Context: an optimization exercise on an open-source flow, tuned for small area, a short achievable clock period and few clock cycles per item. The choices shown serve that exercise and are no tape-out recipe.
The RTL was checked by simulation tests, not by an equivalence proof against the original design.
Power figures rest on the tool's default switching activity, not on a simulated workload.

<file path="design/flow/config.mk">
export PLATFORM = sky130hd
export DESIGN_NAME = low_band_energy_beat_detector_core
export DESIGN_NICKNAME = low_band_energy_beat_detector_core
export VERILOG_FILES = /design/flow/design.v
export SDC_FILE = /design/flow/constraint.sdc
export NUM_CORES = 4
export LEC_CHECK = 0
export CAP_MARGIN = 20
export CORE_MARGIN = 2
export CORE_UTILIZATION = 40
export PLACE_DENSITY = 0.6
export SLEW_MARGIN = 20
</file>
<file path="design/flow/constraint.sdc">
create_clock -name core_clock -period 9.0 [get_ports {clk}]
set_input_delay 1.8000 -clock core_clock [delete_from_list [all_inputs] [get_ports {clk}]]
set_output_delay 1.8000 -clock core_clock [all_outputs]
set_load 0.01 [all_outputs]
</file>
<file path="design/flow/design.v">
`timescale 1ns / 1ps
package lbed_pkg;
	localparam int STRIDE     = 16;
	localparam int MAX_GROUPS = 4096;
	localparam int SAMPLE_W = 16;
	localparam int TIME_W   = 48;
	localparam int LEVEL_W  = 20;
	localparam int IVL_W    = 16;
	localparam int CFG_W    = 20;
	localparam int CFG_IDX_W = 1;
	localparam int FILL_W = $clog2(STRIDE);
	localparam int SUM_W  = SAMPLE_W + FILL_W;
	localparam int CNT_W  = $clog2(MAX_GROUPS + 1);
	localparam int PROD_W = 2 * SUM_W - 1;
	localparam int ACC_W  = PROD_W + CNT_W - 1;
	localparam int SQ_W   = ACC_W + (ACC_W % 2);
	localparam int ROOT_W = SQ_W / 2;
	localparam int REM_W  = ROOT_W + 2;
	localparam int SUB_W  = (REM_W > CNT_W + 1) ? REM_W : CNT_W + 1;
	localparam int STEP_W = $clog2(SQ_W + 1);
	localparam logic [CFG_IDX_W-1:0] REG_RISE_THRESHOLD = 1'b0;
	localparam logic [CFG_IDX_W-1:0] REG_MIN_INTERVAL   = 1'b1;
	typedef struct packed {
		logic             start;
		logic [ACC_W-1:0] dividend;
		logic [CNT_W-1:0] divisor;
	} ds_req_t;
	typedef struct packed {
		logic              done;
		logic [ROOT_W-1:0] root;
	} ds_rsp_t;
endpackage
`timescale 1ns / 1ps
import lbed_pkg::*;
module lbed_divsqrt
(
	input  logic        clk,
	input  logic        load,
	input  logic        run,
	input  logic        phase,
	input  logic [50:0] dividend,
	input  logic [12:0] divisor,
	output logic [19:0] root
);
	logic [11:0] rem_q;    
	logic [38:0] num_q;    
	logic [1:0]  qb_q;     
	logic [20:0] srem_q;   
	logic [19:0] root_q;
	logic [13:0] dtry;
	logic        qbit;
	logic [22:0] sopa;
	logic [23:0] stry;
	logic        sbit;
	assign dtry = {1'b0, rem_q, num_q[38]} - {1'b0, divisor};
	assign qbit = ~dtry[13];
	assign sopa = {srem_q, qb_q};
	assign stry = {1'b0, sopa} - {2'b00, root_q, 2'b01};
	assign sbit = ~stry[23];
	always_ff @(posedge clk) begin
		if (load) begin
			rem_q  <= dividend[50:39];
			num_q  <= dividend[38:0];
			qb_q   <= '0;
			srem_q <= '0;
			root_q <= '0;
		end else if (run) begin
			rem_q <= qbit ? dtry[11:0] : {rem_q[10:0], num_q[38]};
			num_q <= {num_q[37:0], 1'b0};
			qb_q  <= {qb_q[0], qbit};
			if (phase) begin
				srem_q <= sbit ? stry[20:0] : sopa[20:0];
				root_q <= {root_q[18:0], sbit};
			end
		end
	end
	assign root = root_q;
endmodule
`timescale 1ns / 1ps
import lbed_pkg::*;
module low_band_energy_beat_detector_core
(
	input  logic                 clk,
	input  logic                 arst_n,
	input  logic                 cfg_we,
	input  logic [lbed_pkg::CFG_IDX_W-1:0] cfg_index,
	input  logic [lbed_pkg::CFG_W-1:0]     cfg_wdata,
	input  logic                 s_tvalid,
	output logic                 s_tready,
	input  logic [63:0]          s_tdata,    
	input  logic                 s_tlast,    
	output logic                 m_tvalid,
	input  logic                 m_tready,
	output logic [23:0]          m_tdata,    
	output logic                 m_tuser     
);
	localparam logic [2:0] D_IDLE = 3'd0;
	localparam logic [2:0] D_WAIT = 3'd1;
	localparam logic [2:0] D_RUN  = 3'd2;
	localparam logic [2:0] D_DEC  = 3'd3;
	localparam logic [2:0] D_OUT  = 3'd4;
	logic [19:0] thr_q;
	logic [15:0] ivl_q;
	logic [19:0] gs_q;
	logic [3:0]  fill_q;
	logic [12:0] cnt_q;
	logic [50:0] acc_q;
	logic        held_q;
	logic [47:0] ta_q;
	logic        mbusy_q;
	logic [3:0]  mstep_q;
	logic [19:0] mm_q;
	logic [21:0] mh_q;
	logic [19:0] ml_q;
	logic        mb_q;
	logic [2:0]  dst_q;
	logic [5:0]  dc_q;
	logic [12:0] dn_q;
	logic [47:0] tq_q;
	logic [47:0] lb_q;
	logic [19:0] prev_q;
	logic        hp_q;
	logic        beat_q;
	logic        valid_q;
	logic [19:0] root;
	logic        dfree;
	logic        accept;
	logic        take;
	logic        close;
	logic        move;
	logic        xfer;
	logic [19:0] new_sum;
	logic [21:0] pp;
	logic [21:0] msum;
	logic        rise;
	logic [47:0] elapsed;
	logic        gap;
	logic        beat;
	assign dfree    = (dst_q == D_IDLE);
	assign s_tready = !held_q || dfree;
	assign accept   = s_tvalid && s_tready;
	assign take     = !cnt_q[12] || held_q;
	assign close    = accept && take && (fill_q == 4'd15);
	assign move     = held_q && dfree;
	assign xfer     = (dst_q == D_WAIT) && !mbusy_q;
	assign new_sum  = gs_q + {{4{s_tdata[15]}}, s_tdata[15:0]};
	always_ff @(posedge clk or negedge arst_n) begin
		if (!arst_n) begin
			thr_q <= '0;
			ivl_q <= '0;
		end else if (cfg_we) begin
			if (cfg_index[0])
				ivl_q <= cfg_wdata[15:0];
			else
				thr_q <= cfg_wdata;
		end
	end
	always_ff @(posedge clk or negedge arst_n) begin
		if (!arst_n) begin
			gs_q   <= '0;
			fill_q <= '0;
			cnt_q  <= '0;
			held_q <= 1'b0;
		end else begin
			if (accept && s_tlast) begin
				gs_q   <= '0;
				fill_q <= '0;
			end else if (accept && take) begin
				gs_q   <= (fill_q == 4'd15) ? 20'd0 : new_sum;
				fill_q <= fill_q + 4'd1;
			end
			if (move)
				cnt_q <= '0;
			else if (close)
				cnt_q <= cnt_q + 13'd1;
			if (accept && s_tlast)
				held_q <= 1'b1;
			else if (move)
				held_q <= 1'b0;
		end
	end
	always_ff @(posedge clk) begin
		if (accept && s_tlast)
			ta_q <= s_tdata[63:16];
	end
	always_comb begin
		unique case ({ml_q[1:0], mb_q})
			3'b001, 3'b010: pp = {{2{mm_q[19]}}, mm_q};
			3'b011:         pp = {mm_q[19], mm_q, 1'b0};
			3'b100:         pp = ~{mm_q[19], mm_q, 1'b0} + 22'd1;
			3'b101, 3'b110: pp = ~{{2{mm_q[19]}}, mm_q} + 22'd1;
			default:        pp = '0;
		endcase
		msum = mh_q + pp;
	end
	always_ff @(posedge clk or negedge arst_n) begin
		if (!arst_n) begin
			mbusy_q <= 1'b0;
			mstep_q <= '0;
		end else if (close) begin
			mbusy_q <= 1'b1;
			mstep_q <= '0;
		end else if (mbusy_q) begin
			if (mstep_q == 4'd10)
				mbusy_q <= 1'b0;
			mstep_q <= mstep_q + 4'd1;
		end
	end
	always_ff @(posedge clk) begin
		if (close) begin
			mm_q <= new_sum;
			ml_q <= new_sum;
			mb_q <= 1'b0;
			mh_q <= '0;
		end else if (mbusy_q && mstep_q != 4'd10) begin
			mh_q <= {{2{msum[21]}}, msum[21:2]};
			ml_q <= {msum[1:0], ml_q[19:2]};
			mb_q <= ml_q[1];
		end
	end
	always_ff @(posedge clk or negedge arst_n) begin
		if (!arst_n) begin
			acc_q <= '0;
		end else if (xfer) begin
			acc_q <= '0;
		end else if (mbusy_q && mstep_q == 4'd10) begin
			acc_q <= acc_q + {12'd0, mh_q[18:0], ml_q};
		end
	end
	lbed_divsqrt u_divsqrt (
		.clk      (clk),
		.load     (xfer),
		.run      (dst_q == D_RUN),
		.phase    (dc_q[0]),
		.dividend (acc_q),
		.divisor  (dn_q),
		.root     (root)
	);
	assign rise    = {1'b0, root} > ({1'b0, prev_q} + {1'b0, thr_q});
	assign elapsed = tq_q - lb_q;
	assign gap     = elapsed > {32'd0, ivl_q};
	assign beat    = hp_q && rise && gap;
	always_ff @(posedge clk or negedge arst_n) begin
		if (!arst_n) begin
			dst_q   <= D_IDLE;
			dc_q    <= '0;
			hp_q    <= 1'b0;
			lb_q    <= '0;
		end else begin
			unique case (dst_q)
				D_IDLE: if (move) dst_q <= D_WAIT;
				D_WAIT: begin
					dc_q <= '0;
					if (!mbusy_q)
						dst_q <= (dn_q == '0) ? D_OUT : D_RUN;
				end
				D_RUN: begin
					dc_q <= dc_q + 6'd1;
					if (dc_q == 6'd39)
						dst_q <= D_DEC;
				end
				D_DEC: begin
					hp_q  <= 1'b1;
					if (beat)
						lb_q <= tq_q;
					dst_q <= D_OUT;
				end
				D_OUT: if (m_tready) dst_q <= D_IDLE;
				default: dst_q <= D_IDLE;
			endcase
		end
	end
	always_ff @(posedge clk) begin
		if (move) begin
			tq_q <= ta_q;
			dn_q <= cnt_q;
		end
		if (xfer) begin
			beat_q  <= 1'b0;
			valid_q <= 1'b0;
		end
		if (dst_q == D_DEC) begin
			prev_q  <= root;
			beat_q  <= beat;
			valid_q <= 1'b1;
		end
	end
	assign m_tvalid = (dst_q == D_OUT);
	assign m_tdata  = {3'b000, root, beat_q};
	assign m_tuser  = valid_q;
endmodule
</file>
<file path="design/flow/run.sh">
#!/bin/bash
# synth_recipe.tcl (not shown) runs the flow's synth.tcl, then flattens the netlist and writes it again
# the make line also repeats each setting of config.mk as NAME=value (left out here)
make -C /OpenROAD-flow-scripts/flow DESIGN_CONFIG=/design/flow/config.mk WORK_HOME=/design/flow/orfs CLKGATE_MAP_FILE= SYNTH_SCRIPT=/design/flow/synth_recipe.tcl finish
</file>
==> results of run 1 <==
-- cells in the mapped netlist (all sizes together) (20+ instances only) --
cell	number
a211oi	26
a21oi	207
nor2b	28
nand4	35
and3	23
edfxtp	221
nand3	41
clkbuf	85
nand2b	38
a31oi	30
nor3	59
mux2i	27
nand2	404
o21ai	151
o31ai	23
xnor2	81
or3	20
dfxtp	65
nor2	183
xor2	86
ha	222
a22o	24
inv	171
mux2	87
a21o	73
dfrtp	188
o21a	35
-- through the flow --
| stage | setup slack [ns] | hold slack, ns | util [%] |
|---|---|---|---|
| final | 3.39 | 0.415 | 46.1 |
| after floorplan | 3.81 | 0.400 | - |
| after global routing | 2.93 | 0.423 | 46.1 |
| after CTS | 3.37 | 0.414 | 46.1 |
| after global placement | 3.47 | 0.402 | 43.3 |
| after detailed placement | 3.42 | 0.405 | 43.3 |
-- critical path: cells and delay by family, from the launching register on --
kind	cells	cell delay [ns]
buffers and inverters	1	0.11
XOR/XNOR	2	0.18
AO/OA/AOI/OAI	3	0.77
AND/OR/NAND/NOR	11	3.57
adder cells (fa/ha/maj)	2	0.55
flip-flops	1	0.38
-- per-layer routing --
metal | part of all wire [%] | vias up
met3 | 3.4 | 91
li1 | - | 10491
met1 | 45 | 10339
met5 | 0 | -
met2 | 49 | 348
met4 | 2.1 | 0
-- sequential cells by signal, indices dropped and copies added, names as in the netlist, 16 cells and up --
name / cells
ml_q: 20
ivl_q: 16
tq_q: 48
ta_q: 48
u_divsqrt.srem_q: 21
mm_q: 20
u_divsqrt.root_q: 20
gs_q: 20
acc_q: 51
mh_q: 20
thr_q: 20
u_divsqrt.num_q: 39
prev_q: 20
lb_q: 48
-- cells by family after synthesis --
group | count (synthesis) | share of synthesized area (%)
AND/OR/NAND/NOR | 902 | 14.6
adder cells (fa/ha/maj) | 228 | 10.3
buffers and inverters | 274 | 3.80
AO/OA/AOI/OAI | 709 | 16.4
XOR/XNOR | 167 | 5.20
flip-flops | 474 | 45.0
multiplexers | 114 | 4.70
other | 1 | 0.0133
-- final cells by class --
| type | instances | area [um^2] |
|---|---|---|
| Clock buffer | 77 | 1580 |
| Clock inverter | 25 | 340 |
| Fill cell | 6508 | 37600 |
| Inverter | 173 | 649 |
| Multi-Input combinational cell | 2123 | 14400 |
| Sequential cell | 474 | 12600 |
| Tap cell | 940 | 1180 |
| Timing Repair Buffer | 137 | 1330 |
-- power breakdown --
group | switching, uW | internal (uW) | total, uW
sequential | 277 | 2740 | 3010
combinational | 1580 | 1140 | 2720
clock | 942 | 1410 | 2350
total | 2790 | 5290 | 8080
-- path summary, 6_finish.rpt --
kind / from / to / slack (ns) / cells after the start
setup / recovery: mm_q[0] / mh_q[19] / 3.39 / 19
hold / removal: ta_q[29] / tq_q[29] / 0.42 / 0
setup reg to reg: mm_q[0] / mh_q[19] / 3.39 / 19
hold reg to reg: ta_q[29] / tq_q[29] / 0.42 / 0
max in group asynchronous: arst_n / cnt_q[4] / 6.44 / 2
min in group asynchronous: arst_n / thr_q[9] / 1.18 / 1
==> metrics.md, run 1 <==
| Metric | Value |
|---|---|
| Max Transition Viols Final | `0` |
| Drt first pass iters | `5` |
| RSZ-0062 raised after global routing | `false` |
| Final min period | `5.61 ns` |
| Peak Freq | `0.178 GHz` |
| Commonest register cell after synthesis | `edfxtp_1` |
| Crit path DAT | `6.15 ns` |
| Drt via density | `5.39` |
| Port bufs | `114` |
| Relative slew slack | `between 30% and 40%` |
| Die Footprint | `roughly 0.072 mm^2` |
| Met2 GRT Util | `between 30% and 40%` |
| Setup violators final | `0` |
| Sequential area share after synthesis | `45.0%` |
| Cells after Synth | `2,869` |
| Detailed placement HPWL | `approximately 49,000 um` |
| Most frequent cells in the layout | `nand2_1, ha_1, edfxtp_1` |
| Power Total | `8080 uW` |
| Post-synth ARST share | `between 30% and 40%` |
| WP data required | `9.54 ns` |
| Vias | `21.3k` |
| Initial antenna violation count | `0` |
| Clock transition at path regs | `approximately 0.06 ns` |
| I/O Pins | `118` |
| Area of the mapped netlist | `between 0.02 and 0.03 mm^2` |
| Drt wl/cell | `17.2 um` |
| Peak supply drop | `around 0.17 mV` |
| Crit path kind | `flip-flop to flip-flop` |
| Initial Utilization | `40.3%` |
| Count of different cell masters after synthesis | `81` |
| Pin count of the biggest net entering global routing | `82` |
| Worst-path maximum fanout | `4` |
| Critical Path Sink Type | `flip-flop` |
| Global-route wire length before repair | `110,000 um` |
| Clock Skew | `0.0382 ns` |
| Fin. Hold Viols | `0` |
| Hold WC Path Type | `flip-flop to flip-flop` |
| Crit-path cells | `inv_1, ha_1, or3b_2, or3_1, or3_1, or3_1, or4_1, nor2_1, xnor2_1, a221o_1, ha_1, nand2_1, or4b_2, a31oi_1, nand3_1, nand2_1, xnor2_1, or3_1, a21oi_1` |
| Postcts setup bufs | `0` |
| PD cells | `251 mW/mm^2` |
| Root buffer cell | `clkbuf_16` |
| # rows | `97` |
| CTS buffer count | `54` |
| CORE AREA | `0.0698 mm^2` |
| Fin crit share | `62.3%` |
| Vias in the first global route | `21.2k` |
| # DRC | `0` |
| Fin cells | `3,949` |
| Static Leakage | `0.0139 uW` |
| Area Overhead vs Synth | `14.4%` |
| Setup TNS | `0 ns` |
| Area after DPL | `around 0.030 mm^2` |
| Met3 usage | `under 10%` |
| Main area contributors after synthesis | `edfxtp_1, dfrtp_1, ha_1, nand2_1, dfxtp_1` |
| Max_cap viols | `0` |
| Busiest grt layer | `met2` |
| #FFs+latches synth | `474` |
| Total gr overflow | `0` |
| Post-synth top area cell | `edfxtp_1` |
| Grt met1 use | `23.9%` |
| First DRT Iteration DRCs | `1,155` |
| Inst Count DP | `3,847` |
| Synth Warn # | `2` |
| Most frequent CP cell | `or3_1` |
| Share of cells above drive strength 1 | `7.91%` |
| Nets | `3,282` |
| Cts-stage hold buffer count | `0` |
| Clk buf depth | `3` |
| TritonCTS clock tree | `built` |
| Post-route ant nets | `0` |
| CTS sink cnt | `474` |
| Die Wd | `269 um` |
| RD Place Congestion | `0.857` |
| Die height | `269 um` |
| Least-Margin Pin Slew | `1.04 ns` |
| Synth top area share | `23.6%` |
| Post-route cell area | `roughly 0.032 mm^2` |
| N_diodes | `0` |
| H-tree lvl count | `2` |
| Mean Syn Cell Area | `9.80 um^2` |
| Total track usage | `18.6%` |
| Final WL | `67,800 um` |
| CP max stage delay | `0.66 ns` |
| Resize count post-CTS | `0` |
| CP Launch Type | `flip-flop` |
| Worst path slowest cell | `or4b_2` |
| Worst skew pair latency | `0.62 ns` |
| Status | `finished clean` |
| Number of synthesized flops with an enable pin | `~220` |
| Leading cell type in the layout, fill and taps excluded | `nand2_1` |
Testbench counts, summed over its fixed seeds: cycles 69,971, items 68,461.
==> run 2: changes to the inputs <==
--- a/design/flow/design.v
+++ b/design/flow/design.v
@@ -132,7 +132,13 @@
 	logic [19:0] new_sum;
-	logic [21:0] pp;
 	logic [21:0] msum;
 	logic        rise;
-	logic [47:0] elapsed;
-	logic        gap;
+	logic        mneg, mtwo, mone;
+	logic [21:0] ppx;
+	logic [26:0] acc_lo;
+	logic [24:0] acc_hi;
+	logic        acc_c_q;
+	logic        gb0_q, gb1_q, gnz_q;
+	logic [16:0] gd0;
+	logic [16:0] gd1;
+	logic [16:0] gd2;
 	logic        beat;
@@ -185,12 +191,7 @@
 	end
-	always_comb begin
-		unique case ({ml_q[1:0], mb_q})
-			3'b001, 3'b010: pp = {{2{mm_q[19]}}, mm_q};
-			3'b011:         pp = {mm_q[19], mm_q, 1'b0};
-			3'b100:         pp = ~{mm_q[19], mm_q, 1'b0} + 22'd1;
-			3'b101, 3'b110: pp = ~{{2{mm_q[19]}}, mm_q} + 22'd1;
-			default:        pp = '0;
-		endcase
-		msum = mh_q + pp;
-	end
+	assign mneg = ml_q[1] && !(ml_q[0] && mb_q);
+	assign mtwo = (ml_q[1:0] == 2'b01 && mb_q) || (ml_q[1:0] == 2'b10 && !mb_q);
+	assign mone = ml_q[0] ^ mb_q;
+	assign ppx  = mtwo ? {mm_q[19], mm_q, 1'b0} : mone ? {{2{mm_q[19]}}, mm_q} : 22'd0;
+	assign msum = mh_q + (ppx ^ {22{mneg}}) + {21'd0, mneg};
 	always_ff @(posedge clk or negedge arst_n) begin
@@ -198,10 +199,6 @@
 			mbusy_q <= 1'b0;
-			mstep_q <= '0;
 		end else if (close) begin
 			mbusy_q <= 1'b1;
-			mstep_q <= '0;
-		end else if (mbusy_q) begin
-			if (mstep_q == 4'd10)
-				mbusy_q <= 1'b0;
-			mstep_q <= mstep_q + 4'd1;
+		end else if (mstep_q == 4'd11) begin
+			mbusy_q <= 1'b0;
 		end
@@ -210,12 +207,18 @@
 		if (close) begin
-			mm_q <= new_sum;
-			ml_q <= new_sum;
-			mb_q <= 1'b0;
-			mh_q <= '0;
-		end else if (mbusy_q && mstep_q != 4'd10) begin
-			mh_q <= {{2{msum[21]}}, msum[21:2]};
-			ml_q <= {msum[1:0], ml_q[19:2]};
-			mb_q <= ml_q[1];
+			mstep_q <= '0;
+			mm_q    <= new_sum;
+			ml_q    <= new_sum;
+			mb_q    <= 1'b0;
+			mh_q    <= '0;
+		end else if (mbusy_q) begin
+			mstep_q <= mstep_q + 4'd1;
+			if (!mstep_q[3] || mstep_q[2:1] == 2'b00) begin
+				mh_q <= {{2{msum[21]}}, msum[21:2]};
+				ml_q <= {msum[1:0], ml_q[19:2]};
+				mb_q <= ml_q[1];
+			end
 		end
 	end
+	assign acc_lo = {1'b0, acc_q[25:0]} + {1'b0, mh_q[5:0], ml_q};
+	assign acc_hi = acc_q[50:26] + {12'd0, mh_q[18:6]} + {24'd0, acc_c_q};
 	always_ff @(posedge clk or negedge arst_n) begin
@@ -226,5 +229,10 @@
 		end else if (mbusy_q && mstep_q == 4'd10) begin
-			acc_q <= acc_q + {12'd0, mh_q[18:0], ml_q};
+			acc_q[25:0] <= acc_lo[25:0];
+		end else if (mbusy_q && mstep_q == 4'd11) begin
+			acc_q[50:26] <= acc_hi;
 		end
 	end
+	always_ff @(posedge clk) begin
+		acc_c_q <= acc_lo[26];
+	end
 	lbed_divsqrt u_divsqrt (
@@ -238,6 +246,20 @@
 	);
-	assign rise    = {1'b0, root} > ({1'b0, prev_q} + {1'b0, thr_q});
-	assign elapsed = tq_q - lb_q;
-	assign gap     = elapsed > {32'd0, ivl_q};
-	assign beat    = hp_q && rise && gap;
+	assign rise = {1'b0, root} > ({1'b0, prev_q} + {1'b0, thr_q});
+	assign gd0 = {1'b0, tq_q[15:0]} - {1'b0, lb_q[15:0]};
+	assign gd1 = {1'b0, tq_q[31:16]} - {1'b0, lb_q[31:16]} - {16'd0, gb0_q};
+	assign gd2 = {1'b0, tq_q[47:32]} - {1'b0, lb_q[47:32]} - {16'd0, gb1_q};
+	always_ff @(posedge clk) begin
+		if (dst_q == D_RUN) begin
+			if (dc_q == 6'd0) begin
+				gb0_q <= gd0[16];
+				gnz_q <= gd0[15:0] > ivl_q;
+			end else if (dc_q == 6'd1) begin
+				gb1_q <= gd1[16];
+				gnz_q <= gnz_q || (gd1[15:0] != 16'd0);
+			end else if (dc_q == 6'd2) begin
+				gnz_q <= gnz_q || (gd2[15:0] != 16'd0);
+			end
+		end
+	end
+	assign beat = hp_q && rise && gnz_q;
 	always_ff @(posedge clk or negedge arst_n) begin
@@ -249,2 +271,4 @@
 		end else begin
+			if (dst_q == D_OUT && beat_q)
+				lb_q <= tq_q;
 			unique case (dst_q)
@@ -263,4 +287,2 @@
 					hp_q  <= 1'b1;
-					if (beat)
-						lb_q <= tq_q;
 					dst_q <= D_OUT;
==> run 2 against run 1 <==
  * Still clean on timing, DRC and antenna
  * First-iteration DRC count increased by 4.7%
  * Power is 23% higher
  * Sequential share of layout area is 0.68 points higher
  * Clock power fell by 3%
  * Non-clock buffer count fell by 7
  * Sequential cell count grew 4
  * Critical path depth up 3
  * Fmax grew 17%
  * Synthesized cell count decreased by 2.2%
  * Die area down 0.70%
  * Highest routed layer is now met5
==> metrics.md, run 2 <==
| Metric | Value |
|---|---|
| Status | `finished clean` |
| Crit path DAT | `5.16 ns` |
| Vias | `slightly above 20k` |
| Critical Path Sink | `gnz_q` |
| Fin. Hold Viols | `0` |
| #FFs+latches synth | `478` |
| Setup TNS | `0 ns` |
| Pin count of the biggest net entering global routing | `87` |
| CTS buffer count | `54` |
| RR Startpoint | `tq_q[0]` |
| Count of different cell masters after synthesis | `100` |
| CP max stage delay | `0.42 ns` |
| # rows | `96` |
| Root buffer cell | `clkbuf_16` |
| Synth top area share | `24.1%` |
| CP Launch Type | `flip-flop` |
| Peak supply drop | `0.173 mV` |
| CORE AREA | `0.0688 mm^2` |
| Max_cap viols | `0` |
| Drt via density | `5.28` |
| Initial Utilization | `40.5%` |
| Die Wd | `268 um` |
| I/O Pins | `118` |
| Postcts setup bufs | `0` |
| Post-synth ARST share | `around 38%` |
| CTS sink cnt | `478` |
| Detailed placement HPWL | `46,600 um` |
| Fin crit share | `53.3%` |
| Die height | `~270 um` |
| Cells after Synth | `2,807` |
| Synth Warn # | `2` |
| Least-Margin Pin Slew | `~1.0 ns` |
| Number of synthesized flops with an enable pin | `approximately 220` |
| Setup violators final | `0` |
| Initial antenna violation count | `1` |
| Post-synth top area cell | `edfxtp_1` |
| N_diodes | `0` |
| Post-route ant nets | `0` |
| Total gr overflow | `0` |
| Worst-path maximum fanout | `2` |
| Die Footprint | `0.0719 mm^2` |
| Most frequent cells after synthesis | `nand2_1, ha_1, edfxtp_1, inv_1, a21oi_1` |
| Mean Syn Cell Area | `9.94 um^2` |
| RD Place Congestion | `0.895` |
| H-tree lvl count | `2` |
| Leading cell type in the layout, fill and taps excluded | `nand2_1` |
| WP data required | `9.37 ns` |
| Static Leakage | `approximately 0.014 uW` |
| R2R depth | `22` |
| TritonCTS clock tree | `built` |
| Hold WC Path Type | `flip-flop to flip-flop` |
| Worst setup path startpoint | `tq_q[0]` |
| Commonest register cell after synthesis | `edfxtp_1` |
| Total track usage | `18.0%` |
| Worst path slowest cell | `a2111oi_0` |
| Fill cells | `6,450` |
| Final WL | `64,700 um` |
| Resize count post-CTS | `0` |
| Nets | `3,266` |
| Main area contributors after synthesis | `edfxtp_1, dfrtp_1, ha_1, nand2_1, dfxtp_1` |
| Min setup slack post-route | `4.20 ns` |
| Setup WS pre-CTS | `about 3.9 ns` |
| # DRC | `0` |
| Global-route wire length before repair | `~100,000 um` |
| Peak Freq | `approximately 0.21 GHz` |
| Share of cells above drive strength 1 | `about 7.6%` |
| Clock Skew | `0.0324 ns` |
| Final min period | `~4.8 ns` |
| Reg2reg setup slack | `approximately 4.2 ns` |
| Port bufs | `114` |
| Max Transition Viols Final | `0` |
| Most frequent CP cell | `a21oi_1` |
| Crit path kind | `flip-flop to flip-flop` |
| Reg with most FFs | `acc_q` |
| Most frequent cells in the layout | `nand2_1, ha_1, edfxtp_1` |
| Sequential area share after synthesis | `45.6%` |
| First DRT Iteration DRCs | `1,209` |
| Largest register FFs | `51` |
| Clock transition at path regs | `0.06 ns` |
| Most frequent cell after synthesis | `nand2_1` |
| Relative slew slack | `approximately a third` |
| Cts-stage hold buffer count | `0` |
| Crit-path cells | `inv_1, ha_1, inv_1, fa_1, a21o_1, a21oi_1, nor2b_1, o211ai_1, a21oi_1, nor2_1, a21oi_1, a311o_1, xor2_1, ha_1, nor3_1, o31ai_1, o31a_1, a31oi_1, nand4_1, a2111oi_0, a31o_2, a31oi_1` |
| Crit Reg-Reg Endpoint | `gnz_q` |
| Worst skew pair latency | `0.62 ns` |
| Critical Path Sink Type | `flip-flop` |
| RSZ-0062 raised after global routing | `false` |
| Clk buf depth | `3` |
| Area Overhead vs Synth | `14.1%` |
| PD cells | `312 mW/mm^2` |
| Area of the mapped netlist | `0.0279 mm^2` |
| Drt first pass iters | `5` |
| Vias in the first global route | `between 20k and 25k` |
| Drt wl/cell | `16.6 um` |
-- run 2: changes by cell type in the layout (fill, tap and decap cells not counted), sizes merged, moves of 24 or more --
| cell | previous run | this run |
|---|---|---|
| ha | 222 | 250 |
| xnor2 | 81 | 111 |
| inv | 175 | 226 |
| a21o | 73 | 49 |
| xor2 | 86 | 59 |
| nand2 | 404 | 380 |
| nor2 | 183 | 159 |
-- run 2: worst max-delay path: cells and delay by family (launching register included) --
kind | cells | cell delay (ns)
AO/OA/AOI/OAI | 12 | 2.62
flip-flops | 1 | 0.38
buffers and inverters | 2 | 0.13
adder cells (fa/ha/maj) | 3 | 0.76
AND/OR/NAND/NOR | 4 | 0.50
XOR/XNOR | 1 | 0.16
-- run 2: worst min path at each step --
stage	from	endpoint	slack, ns	depth (start not counted)
after global routing	ta_q[12]	tq_q[12]	0.42	0
after floorplan	ta_q[0]	tq_q[0]	0.40	0
after global placement	ta_q[12]	tq_q[12]	0.40	0
final	ta_q[45]	tq_q[45]	0.42	0
after detailed placement	ta_q[45]	tq_q[45]	0.40	0
after CTS	ta_q[35]	tq_q[35]	0.42	0
-- run 2: logic make-up after synthesis --
kind of cell | share of synthesized area, %
AOI/OAI and AO/OA | 15.1
xor gates and xnor gates | 5.36
adders and majority gates | 12.1
buffers and inverters | 4.29
DFF | 45.6
muxes | 3.50
other | 0.0134
and+or+nand+nor | 14.1
-- run 2: cell type report --
type	instances	area (um^2)	area share [%]
timing repair buffer	130	1260	3.97
clock inverter	31	365	1.15
sequential	478	12700	40.0
multi-input combinational	2025	14000	44.0
tap	931	1160	3.66
inverter	224	841	2.64
clock buffer	71	1470	4.61
-- run 2: metal layers --
metal,routed length (um),up-vias,global-route usage (%)
met4,1390,2,4.89
li1,-,10202,-
met5,10,-,0
met2,31800,306,31.9
met1,28900,9953,22.7
met3,2490,88,2.71
-- run 2: through the flow --
stage               instance area (um^2)  instances  total power (uW)  hold WS (ns)  utilization, %
CTS                                31800       3890             10000         0.420            46.3
floorplan                          27900       2809              6600         0.400               -
detailed placement                 30000       3788              7690         0.405            43.6
global placement                   30000       3788              7570         0.403            43.6
global route                       31800       3890             10700         0.423            46.3
finish                             31800       3890              9930         0.419            46.3
-- run 2: where the power goes --
part / internal, uW / switching, uW
combinational: 1810 / 2620
clock: 1350 / 932
sequential: 2940 / 274
Testbench counts of run 2, summed over its fixed seeds: cycles 70,024, items 68,461.
==> run 3: changes to the inputs <==
--- a/design/flow/design.v
+++ b/design/flow/design.v
@@ -107,4 +107,2 @@
 	logic [50:0] acc_q;
-	logic        held_q;
-	logic [47:0] ta_q;
 	logic        mbusy_q;
@@ -145,7 +143,7 @@
 	assign dfree    = (dst_q == D_IDLE);
-	assign s_tready = !held_q || dfree;
+	assign s_tready = dfree || !s_tlast;
 	assign accept   = s_tvalid && s_tready;
-	assign take     = !cnt_q[12] || held_q;
+	assign take     = !cnt_q[12];
 	assign close    = accept && take && (fill_q == 4'd15);
-	assign move     = held_q && dfree;
+	assign move     = accept && s_tlast;
 	assign xfer     = (dst_q == D_WAIT) && !mbusy_q;
@@ -168,3 +166,2 @@
 			cnt_q  <= '0;
-			held_q <= 1'b0;
 		end else begin
@@ -181,12 +178,4 @@
 				cnt_q <= cnt_q + 13'd1;
-			if (accept && s_tlast)
-				held_q <= 1'b1;
-			else if (move)
-				held_q <= 1'b0;
 		end
 	end
-	always_ff @(posedge clk) begin
-		if (accept && s_tlast)
-			ta_q <= s_tdata[63:16];
-	end
 	assign mneg = ml_q[1] && !(ml_q[0] && mb_q);
@@ -296,4 +285,4 @@
 		if (move) begin
-			tq_q <= ta_q;
-			dn_q <= cnt_q;
+			tq_q <= s_tdata[63:16];
+			dn_q <= cnt_q + {12'd0, close};
 		end
==> run 3 against run 2 <==
  * Sequential cell count shrank 49
  * Die area fell by 4.8%
  * Worst hold slack better by 0.054 ns
  * Global-route usage grew 0.14 points
  * Critical path depth fell by 19
  * Synthesized cell count is 1.3% lower
  * Synthesized area decreased by 4.9%
  * Core utilization down 0.18 points
  * Non-clock buffer count rose by 4
  * Largest power group unchanged
  * Highest routed layer is now met4
==> metrics.md, run 3 <==
| Metric | Value |
|---|---|
| Post-route ant nets | `0` |
| Worst path slowest cell | `clkdlybuf4s50_1` |
| Total track usage | `18.1%` |
| Total gr overflow | `0` |
| Status | `finished clean` |
| Initial Utilization | `40.4%` |
| Synth Warn # | `2` |
| Final min period | `4.92 ns` |
| Clock Skew | `0.0290 ns` |
| Critical Path Sink | `s_tready` |
| Nets | `about 3.2k` |
| Pin count of the biggest net entering global routing | `73` |
| Area of the mapped netlist | `0.0265 mm^2` |
| Power share of the clock group | `23.2%` |
| Most frequent cell after synthesis | `nand2_1` |
| Post-synth top area cell | `edfxtp_1` |
| Port bufs | `114` |
| # DRC | `0` |
| Worst setup path startpoint | `s_tlast` |
| Peak Freq | `between 0.2 and 0.25 GHz` |
| Max_cap viols | `0` |
| RD Place Congestion | `0.864` |
| Vias in the first global route | `about 20k` |
| CP Depth | `3` |
| Clk buf depth | `3` |
| Main area contributors after synthesis | `edfxtp_1, dfrtp_1, ha_1, dfxtp_1, nand2_1` |
| Switch share | `38.6%` |
| Crit path kind | `primary input to output port` |
| #FFs+latches synth | `429` |
| Area Overhead vs Synth | `14.2%` |
| Count of different cell masters after synthesis | `84` |
| Cells after Synth | `about 2.8k` |
| Cts-stage hold buffer count | `0` |
| Relative slew slack | `between 30 and 40%` |
| CP Buf/Inv Count | `2` |
| Post-synth ARST share | `42.7%` |
| Setup violators final | `0` |
| H-tree lvl count | `2` |
| RSZ-0062 raised after global routing | `false` |
| Worst skew pair latency | `0.62 ns` |
| Reg with most FFs | `acc_q` |
| Drt wl/cell | `16.5 um` |
| CORE AREA | `approximately 0.066 mm^2` |
| Worst-path maximum fanout | `4` |
| Static Leakage | `0.0132 uW` |
| Peak supply drop | `0.162 mV` |
| Detailed placement HPWL | `between 40,000 and 50,000 um` |
| CTS sink cnt | `between 400 and 500` |
| Drt first pass iters | `5` |
| Synth top area share | `~20%` |
| CTS buffer count | `50` |
| Combinational share of power | `45.0%` |
| Number of synthesized flops with an enable pin | `176` |
| TritonCTS clock tree | `built` |
| Root buffer cell | `clkbuf_16` |
| I/O Pins | `118` |
| Final WL | `just over 60,000 um` |
| Crit Reg-Reg Endpoint | `mh_q[18]` |
| Fin crit share | `54.7%` |
| Flop pwr share | `between 30% and 40%` |
| PD cells | `295 mW/mm^2` |
| CP max stage delay | `0.68 ns` |
| Clock transition at path regs | `0.06 ns` |
| WP data required | `just over 7 ns` |
| Resize count post-CTS | `0` |
| WHS | `0.473 ns` |
| Crit-path cells | `clkdlybuf4s50_1, o31ai_1, clkdlybuf4s50_1` |
| RR Startpoint | `ml_q[0]` |
| Global-route wire length before repair | `a little over 100,000 um` |
| Fin. Hold Viols | `0` |
| Most frequent cells in the layout | `nand2_1, ha_1, inv_1` |
| R2R depth | `15` |
| Setup TNS | `0 ns` |
| Sequential area share after synthesis | `42.4%` |
| # rows | `94` |
| Delay-heaviest family, CP | `buffers and inverters` |
| Postcts setup bufs | `0` |
| Mean Syn Cell Area | `9.58 um^2` |
| Initial antenna violation count | `2` |
| Least-Margin Pin Slew | `0.955 ns` |
| Biggest regs | `acc_q x51, lb_q x48, tq_q x48` |
| Most frequent CP cell | `clkdlybuf4s50_1` |
| Commonest register cell after synthesis | `dfrtp_1` |
| Leading cell type in the layout, fill and taps excluded | `nand2_1` |
| Most frequent cells after synthesis | `nand2_1, ha_1, inv_1, a21oi_1, dfrtp_1` |
| Max Transition Viols Final | `0` |
| Largest register FFs | `51` |
| Die Footprint | `about 0.07 mm^2` |
| CP Launch Type | `primary input` |
| Int Power | `between 5000 and 6000 uW` |
| Reg2reg setup slack | `4.50 ns` |
| Vias | `20.1k` |
| Switching Power | `3460 uW` |
| Hold WC Path Type | `flip-flop to flip-flop` |
| Drt via density | `5.32` |
| Critical Path Sink Type | `output port` |
| First DRT Iteration DRCs | `about 1.2k` |
| Crit path DAT | `3.12 ns` |
| Die Wd | `around 260 um` |
| Die height | `262 um` |
| Share of cells above drive strength 1 | `6.99%` |
run 3: changes by cell type after synthesis, sizes merged, moves of 13 or more:
| cell | change |
|---|---|
| edfxtp | -48 |
| buf | -13 |
| nand2 | -20 |
| xor2 | +13 |
| clkbuf | +27 |
| o21a | +15 |
run 3: how the worst min path moves through the flow:
stage                       start      end  slack [ns]  cells after the start
after floorplan              hp_q     hp_q        0.43                      1
after global placement       hp_q     hp_q        0.45                      1
after detailed placement     hp_q     hp_q        0.45                      1
after CTS                    hp_q     hp_q        0.47                      1
after global routing      valid_q  valid_q        0.50                      2
final                        hp_q     hp_q        0.47                      1
run 3: stage by stage:
stage               std cells  setup WS, ns  total power (uW)  instance area (um^2)  utilization [%]
floorplan                2772          4.06              5950                 26500                -
global placement         3674          3.99              6780                 28600             43.4
detailed placement       3674          3.98              6910                 28600             43.4
CTS                      3768          4.10              9030                 30300             46.1
global route             3768          4.05              9660                 30300             46.1
finish                   3772          4.08              8950                 30300             46.1
run 3: cells by family after synthesis:
group                    after synthesis  synth area share [%]
AND/OR/NAND/NOR                      817                  14.1
buffers and inverters                310                  4.56
flip-flops                           429                  42.4
XOR/XNOR                             178                  5.87
AO/OA/AOI/OAI                        675                  16.3
adder cells (fa/ha/maj)              264                  12.8
multiplexers                          96                  3.95
other                                  1                0.0141
run 3: layer usage:
layer	track usage, %	part of all wire [%]	vias up
li1	-	-	10069
met1	22.3	45	9597
met2	32.2	49	315
met3	2.59	3.6	95
met4	6.27	2.8	0
met5	0	0	-
run 3: power by group through the flow:
stage	sequential [uW]	clock, uW	combinational, uW
2_1_floorplan	2790	0	3160
4_1_cts	2860	2140	4040
3_5_place_dp	2890	0	4020
3_3_place_gp	2880	0	3910
5_1_grt	2900	2210	4550
6_report	2850	2080	4030
run 3: cell type report:
| class | instances | area, um^2 |
|---|---|---|
| clock buffers | 68 | 1460 |
| fillers | 6186 | 35400 |
| inverters | 214 | 803 |
| flip-flops and latches | 429 | 11300 |
| well taps | 864 | 1080 |
| repair buffers | 134 | 1290 |
| diodes | 4 | 10.0 |
| clock inverters | 26 | 262 |
| multi-input cells | 2033 | 14100 |
Testbench counts of run 3, summed over its fixed seeds: cycles 70,078, items 68,461.
==> run 4: changes to the inputs <==
--- a/design/flow/config.mk
+++ b/design/flow/config.mk
@@ -11,2 +11,3 @@
 export PLACE_DENSITY = 0.6
+export SETUP_SLACK_MARGIN = 5
 export SLEW_MARGIN = 20
==> run 4 against run 3 <==
  * Synthesized cell count did not move
  * Largest cell class unchanged
  * Highest routed layer is now met5
  * Global-route usage increased by 0.32 points
  * Final cell count up 0.34%
  * Combinational power up 4%
  * Sequential cell count did not move
==> metrics.md, run 4 <==
| Metric | Value |
|---|---|
| Static Leakage | `roughly 0.013 uW` |
| Mean Syn Cell Area | `about 9.6 um^2` |
| Setup TNS | `0 ns` |
| Drt via density | `about 5.4` |
| Worst skew pair latency | `0.61 ns` |
| WHS Endpoint | `hp_q` |
| Relative slew slack | `38.5%` |
| # DRC | `0` |
| CTS sink cnt | `429` |
| Hold WC Path Type | `flip-flop to flip-flop` |
| Post-synth top area cell | `edfxtp_1` |
| Least-Margin Pin Slew | `0.921 ns` |
| Main area contributors after synthesis | `edfxtp_1, dfrtp_1, ha_1, dfxtp_1, nand2_1` |
| RR Startpoint | `tq_q[0]` |
| Die Wd | `262 um` |
| Drt wl/cell | `16.7 um` |
| Count of different cell masters after synthesis | `84` |
| WP data required | `between 9 and 10 ns` |
| Clk buf depth | `3` |
| Sequential area share after synthesis | `between 40% and 50%` |
| Most frequent cells in the layout | `nand2_1, ha_1, inv_1` |
| RSZ-0062 raised after global routing | `true` |
| Vias | `around 20k` |
| Crit path kind | `flip-flop to flip-flop` |
| Crit path DAT | `~4.4 ns` |
| Max_cap viols | `0` |
| CORE AREA | `0.0657 mm^2` |
| Area of the multi-input gates | `0.0145 mm^2` |
| Fill cells | `6,107` |
| Final WL | `63,200 um` |
| Clock Skew | `0.0386 ns` |
| Global-route wire length before repair | `roughly 100,000 um` |
| Final Util | `between 40% and 50%` |
| PD cells | `about 300 mW/mm^2` |
| Port bufs | `114` |
| Synth Warn # | `2` |
| Final min period | `between 4 and 5 ns` |
| Biggest regs | `acc_q x51, lb_q x48, tq_q x48` |
| Area after DPL | `0.0286 mm^2` |
| Most frequent cell after synthesis | `nand2_1` |
| Total gr overflow | `0` |
| Max Transition Viols Final | `0` |
| Fin. Hold Viols | `0` |
| Leading cell type in the layout, fill and taps excluded | `nand2_1` |
| Post-synth ARST share | `between 40% and 50%` |
| CTS buffer count | `49` |
| Largest register FFs | `just over 50` |
| Hold Crit Start | `hp_q` |
| Pin count of the biggest net entering global routing | `between 70 and 80` |
| Cells after Synth | `2,770` |
| Min-Delay Path Depth | `1` |
| Drt first pass iters | `6` |
| Initial antenna violation count | `2` |
| Crit Reg-Reg Endpoint | `gnz_q` |
| Post-route ant nets | `0` |
| Nets | `3,234` |
| Worst setup path startpoint | `tq_q[0]` |
| RD Place Congestion | `0.882` |
| Worst-path maximum fanout | `2` |
| # rows | `94` |
| Root buffer cell | `clkbuf_16` |
| H-tree lvl count | `2` |
| Area of the mapped netlist | `between 0.02 and 0.03 mm^2` |
| Critical Path Sink Type | `flip-flop` |
| Detailed placement HPWL | `45,000 um` |
| Status | `finished clean` |
| TritonCTS clock tree | `built` |
| Register Area | `0.0113 mm^2` |
| Clock transition at path regs | `0.06 ns` |
| WHS | `0.464 ns` |
| R2R depth | `18` |
| Commonest register cell after synthesis | `dfrtp_1` |
| Die Footprint | `approximately 0.068 mm^2` |
| Setup violators final | `0` |
| Initial Utilization | `40.4%` |
| Number of synthesized flops with an enable pin | `176` |
| First DRT Iteration DRCs | `1,333` |
| Fin crit share | `~45%` |
| #FFs+latches synth | `roughly 430` |
| Share of cells above drive strength 1 | `9.73%` |
| Vias in the first global route | `20.3k` |
| Die height | `262 um` |
| Most frequent cells after synthesis | `nand2_1, ha_1, inv_1, a21oi_1, dfrtp_1` |
| Post-route cell area | `a little over 0.03 mm^2` |
| Total track usage | `18.4%` |
| Reg2reg setup slack | `4.98 ns` |
| Synth top area share | `19.9%` |
| CP Launch Type | `flip-flop` |
| I/O Pins | `around 120` |
| Peak supply drop | `0.158 mV` |
| Peak Freq | `0.248 GHz` |
| Area Overhead vs Synth | `16.5%` |
| Reg with most FFs | `acc_q` |
[run 4: cell counts after synthesis]
Identical to the previous run, type by type.
[run 4: cells by family after synthesis]
kind of cell / synth area share, %
fa+ha+maj: 12.8
other cells: 0.0141
flops: 42.4
xor+xnor: 5.87
simple gates: 14.1
buf+inv: 4.56
mux: 3.95
compound gates: 16.3
[run 4: layer usage]
metal	part of all wire, %	vias to the layer above	routed length [um]	track usage [%]
met1	45	9882	28200	23.2
met4	2.0	2	1280	5.08
met2	49	376	31200	33.0
li1	-	10096	-	-
met5	0.021	-	13	0
met3	4.0	76	2510	2.34
[run 4: what timing repair did]
action / 4_1_cts / 5_1_grt
gates cloned: 0 / 2
buffers inserted: 5 / 11
resized for setup: 44 / 61
setup endpoints to repair: 19 / 39
pin swaps: 14 / 36
hold buffers: 0 / 0
[run 4: power by group]
group	total [uW]	leakage (uW)	internal, uW	switching [uW]
Sequential	2860	0.00461	2590	266
Clock	2180	0.000871	1310	867
Combinational	4190	0.00794	1790	2400
Total	9230	0.0134	5690	3530
[run 4: how the worst max path moves through the flow]
stage          endpoint  depth (start not counted)
2_1_floorplan  dn_q[10]                         12
3_3_place_gp   s_tready                          3
3_5_place_dp   s_tready                          3
4_1_cts        ml_q[18]                         10
5_1_grt           gnz_q                         22
6_report          gnz_q                         18
[run 4: through the flow]
step | total power (uW) | instances | setup WS, ns
after floorplan | 5960 | 2772 | 4.93
after global placement | 6780 | 3674 | 4.16
after detailed placement | 6910 | 3674 | 4.12
after CTS | 9190 | 3771 | 4.99
after global routing | 9940 | 3784 | 4.78
final | 9230 | 3785 | 4.98
[run 4: layout make-up]
cell class / count / share of cell area (%)
sequential: 429 / 36.5
inverter: 214 / 2.60
tap: 864 / 3.50
clock buffer: 67 / 4.68
multi-input combinational: 2035 / 47.1
timing repair buffer: 150 / 4.65
clock inverter: 25 / 1.06
antenna: 1 / 0.00810
[run 4: critical path, cell delays in order, from the launching register on]
cell and delay (ns):
edfxtp_1 0.37, inv_1 0.07, ha_2 0.18, inv_2 0.04, fa_2 0.34, a21o_1 0.18
a21oi_2 0.19, nor2b_2 0.09, nor4_4 0.22, o31ai_4 0.14, o41ai_4 0.34, xnor2_1 0.14
ha_1 0.36, and4_1 0.20, nand4_1 0.13, o32a_1 0.33, a21oi_2 0.23, a31oi_2 0.08
o41a_1 0.15

[re-timing with driven ports]
The results above use ideal ports. As a check the final layouts listed here were re-extracted and re-timed, cells and wires unchanged.
Step 1, drivers: a clkbuf_16 drives clk and a buf_2 each remaining input, both assumed.
Step 2 adds t to the input delays and takes it off the output delays; t is the mean of the earliest and latest rising clock arrival at the registers after step 1. Input paths then give back, and output paths get back, about the clock's delay inside the block.
Slacks: ideal ports / drivers / drivers and shift; pairs: ideal ports / drivers.
| run | t (ns) | slack for setup (ns) | worst setup path after step 2 | latest minus earliest clock arrival (ns) |
|---|---|---|---|---|
| run 1 | 0.670 | 3.389 / 3.389 / 3.389 | register to register | 0.040 / 0.040 |
| run 2 | 0.670 | 4.204 / 4.204 / 3.913 | input to register | 0.039 / 0.039 |
| run 3 | 0.662 | 4.081 / 4.024 / 3.955 | input to register | 0.029 / 0.030 |
| run 4 | 0.653 | 4.975 / 4.961 / 4.417 | input to register | 0.041 / 0.040 |
After both steps setup and hold are still met in every run listed. For run 4, which loses most, drivers alone change the setup slack by -0.014 ns; drivers and shift together by -0.558 ns.
